Background: an optimization exercise with open tools, aiming at small area and a short achievable clock period. Do not read the settings as production practice. The RTL was checked by simulation tests, not by an equivalence proof against the original design. Power is estimated from default activity; no workload was simulated.

==> inputs of v36 <==
## fft_mag_sq_frame
module fft_mag_sq_frame
#(
  parameter  int FFT_LEN = 64,
  localparam int IDX_W   = $clog2(FFT_LEN)
) (
  input  logic             aclk,
  input  logic             areset,
  input  logic [31:0]      slave_tdata,
  input  logic             slave_tvalid,
  output logic             slave_tready,
  output logic [31:0]      master_tdata,
  output logic             master_tvalid,
  input  logic             master_tready,
  output logic             master_tlast,
  output logic [IDX_W-1:0] peak_bin,
  output logic [31:0]      peak_mag,
  output logic             peak_valid
);
Settings: LEC_CHECK=0, ABC_CLOCK_PERIOD_IN_PS=3100, CAP_MARGIN=20, CORE_MARGIN=2, CORE_UTILIZATION=40, CTS_BUF_LIST=sky130_fd_sc_hd__clkbuf_8, CTS_CLUSTER_DIAMETER=50, CTS_CLUSTER_SIZE=16, SETUP_SLACK_MARGIN=3.7, SLEW_MARGIN=20, SYNTH_HIERARCHICAL=1, SYNTH_MINIMUM_KEEP_SIZE=0; clock period 7.0 ns.
standard.sh (not shown) runs the stock make flow with config.mk's settings and CLKGATE_MAP_FILE= SYNTH_SCRIPT=/design/flow/synth_recipe.tcl, a recipe that flattens the netlist after the stock synthesis.
==> flow/flow/run.sh <==
#!/bin/bash
set -euo pipefail
bash standard.sh \
  "BUFFER_PORTS_ARGS=-buffer_cell sky130_fd_sc_hd__buf_1" \
  "CTS_ARGS=-sink_clustering_enable -repair_clock_nets -sink_clustering_size 16 -sink_clustering_max_diameter 50 -buf_list sky130_fd_sc_hd__clkbuf_8 -dont_use_dummy_load" \
  finish > standard.log 2>&1
==> v34 (differences from v36) <==
--- a/flow/design.v
+++ b/flow/design.v
@@ -9,10 +9,18 @@
   output logic co
 );
   assign s  = a ^ b ^ c;
   assign co = (a & b) | (a & c) | (b & c);
 endmodule
+module mag_hold (
+  input  logic        en,
+  input  logic [15:0] d,
+  input  logic [15:0] q,
+  output logic [15:0] y
+);
+  assign y = en ? d : q;
+endmodule
 module fft_mag_sq_frame
 #(
   parameter  int FFT_LEN = 64,
   localparam int IDX_W   = $clog2(FFT_LEN)
 ) (
@@ -29,11 +37,11 @@
   output logic [31:0]      peak_mag,
   output logic             peak_valid
 );
   localparam logic [IDX_W-1:0] LAST_IDX = IDX_W'(FFT_LEN - 1);
   logic             en_s, hs_s, first_s, last_s, upd_s;
-  logic [15:0]      re_s, im_s, re_abs_s, im_abs_s;
+  logic [15:0]      re_s, im_s, re_abs_s, im_abs_s, re_hold_s, im_hold_s;
   logic [31:0]      sum_s, mag_s;
   logic [15:0]      tree_a_s, tree_b_s;
   logic             s1_valid_r, s2_valid_r, s3_valid_r;
   logic [15:0]      s1_re_r, s1_im_r;
   logic [31:0]      s3_mag_r;
@@ -648,14 +656,18 @@
       s1_valid_r <= slave_tvalid;
       s2_valid_r <= s1_valid_r;
       s3_valid_r <= s2_valid_r;
     end
   end
+  mag_hold u_re_hold (.en(en_s), .d(re_abs_s), .q(s1_re_r), .y(re_hold_s));
+  mag_hold u_im_hold (.en(en_s), .d(im_abs_s), .q(s1_im_r), .y(im_hold_s));
+  always_ff @(posedge aclk) begin
+    s1_re_r <= re_hold_s;
+    s1_im_r <= im_hold_s;
+  end
   always_ff @(posedge aclk) begin
     if (en_s) begin
-      s1_re_r   <= re_abs_s;
-      s1_im_r   <= im_abs_s;
       s2_bits_r <= tree_bits_s;
       s3_mag_r  <= sum_s;
     end
   end
   wire pf189_s, pf189_c;
ABC_CLOCK_PERIOD_IN_PS = 3000   (was 3100)
CAP_MARGIN = 5   (was 20)
CORE_UTILIZATION = 55   (was 40)
GPL_TIMING_DRIVEN = 0   (was default)
SETUP_SLACK_MARGIN = 3.75   (was 3.7)
SLEW_MARGIN = 5   (was 20)
TNS_END_PERCENT = 5   (was default)
==> comparison table <==
| quantity | v36 | v34 |
|---|---|---|
| Endpoint of the worst setup timing path | s2_bits_r[6] | slave_tready |
| Layout net count | 1688 | 1692 |
| Slack of the worst reg-to-reg path | 3.63 ns | 3.62 ns |
| Number of logic stages on the critical path including buffering | 10 | 4 |
| Height of the chip | 195.5 µm | 168.3 µm |
| Share of total power in the clock network | 0.111 | 0.100 |
| Result of the run | complete, no violations | complete, no violations |
| Met3 layer usage reported by global route | 0.04784 | 0.04866 |
| Proportion of cell area spent on the clock network | 0.02209 | 0.02227 |
| Netlist area before placement | 14670 µm² | 14850 µm² |
| Fraction of the yosys area taken by sequential cells | 0.4176 | 0.3909 |
| Met1 demand-to-capacity share in global routing | 0.2379 | 0.3153 |
| Shortest period the worst path allows | 3.367 ns | 3.444 ns |
| GPL Wtd Cong | 0.9006 | 0.8971 |
| 1st-iter DRT viols | 606 | 497 |
| Area fraction of the dominant cell type after synthesis | 0.3521 | 0.2831 |
| Sequential-cell power consumption | 2220 µW | 2320 µW |
| Number of cells on the worst reg-to-reg path | 10 | 7 |
| Area overhead of the layout relative to synthesis | 14.70% | 12.35% |
| Wire length on met1 | 14380 µm | 14510 µm |
| R2R Path Start | s1_re_r[1] | s1_im_r[12] |
| Mux contribution to synthesized area | 0.03122 | 0.06083 |
| DR vias | 9460 | 9308 |
| Routed len/inst | 18.10 µm | 18.99 µm |

[port drivers added, routing unchanged]
The results above use ideal ports. As a check the final layouts listed here were re-extracted and re-timed, cells and wires unchanged. Step 1 sets driving cells, clkbuf_16 on the clock port and buf_2 on the other inputs (assumed; they add their load-dependent delay and slew). Step 2 moves the port delays by t, midway between the first and last clock arrival at a register: inputs arrive t later, outputs are due t later. That takes back most of the time a late clock gives input paths. a / b / c = ideal / step 1 / step 2; a / b = the first two.
run | t (ns) | setup slack, ns | latest minus earliest clock arrival (ns) | slew at the worst register clock pin (ns) | cell pins on the clock port's net
v36 | 0.617 | 3.633 / 3.633 / 3.633 | 0.049 / 0.049 | 0.09 / 0.09 | 1
v34 | 0.585 | 3.556 / 3.532 / 3.373 | 0.041 / 0.041 | 0.09 / 0.09 | 1
After both steps every run listed still meets setup and hold. The setup slack of v34, which loses most, moves by -0.024 ns with the drivers and by -0.183 ns with both steps.
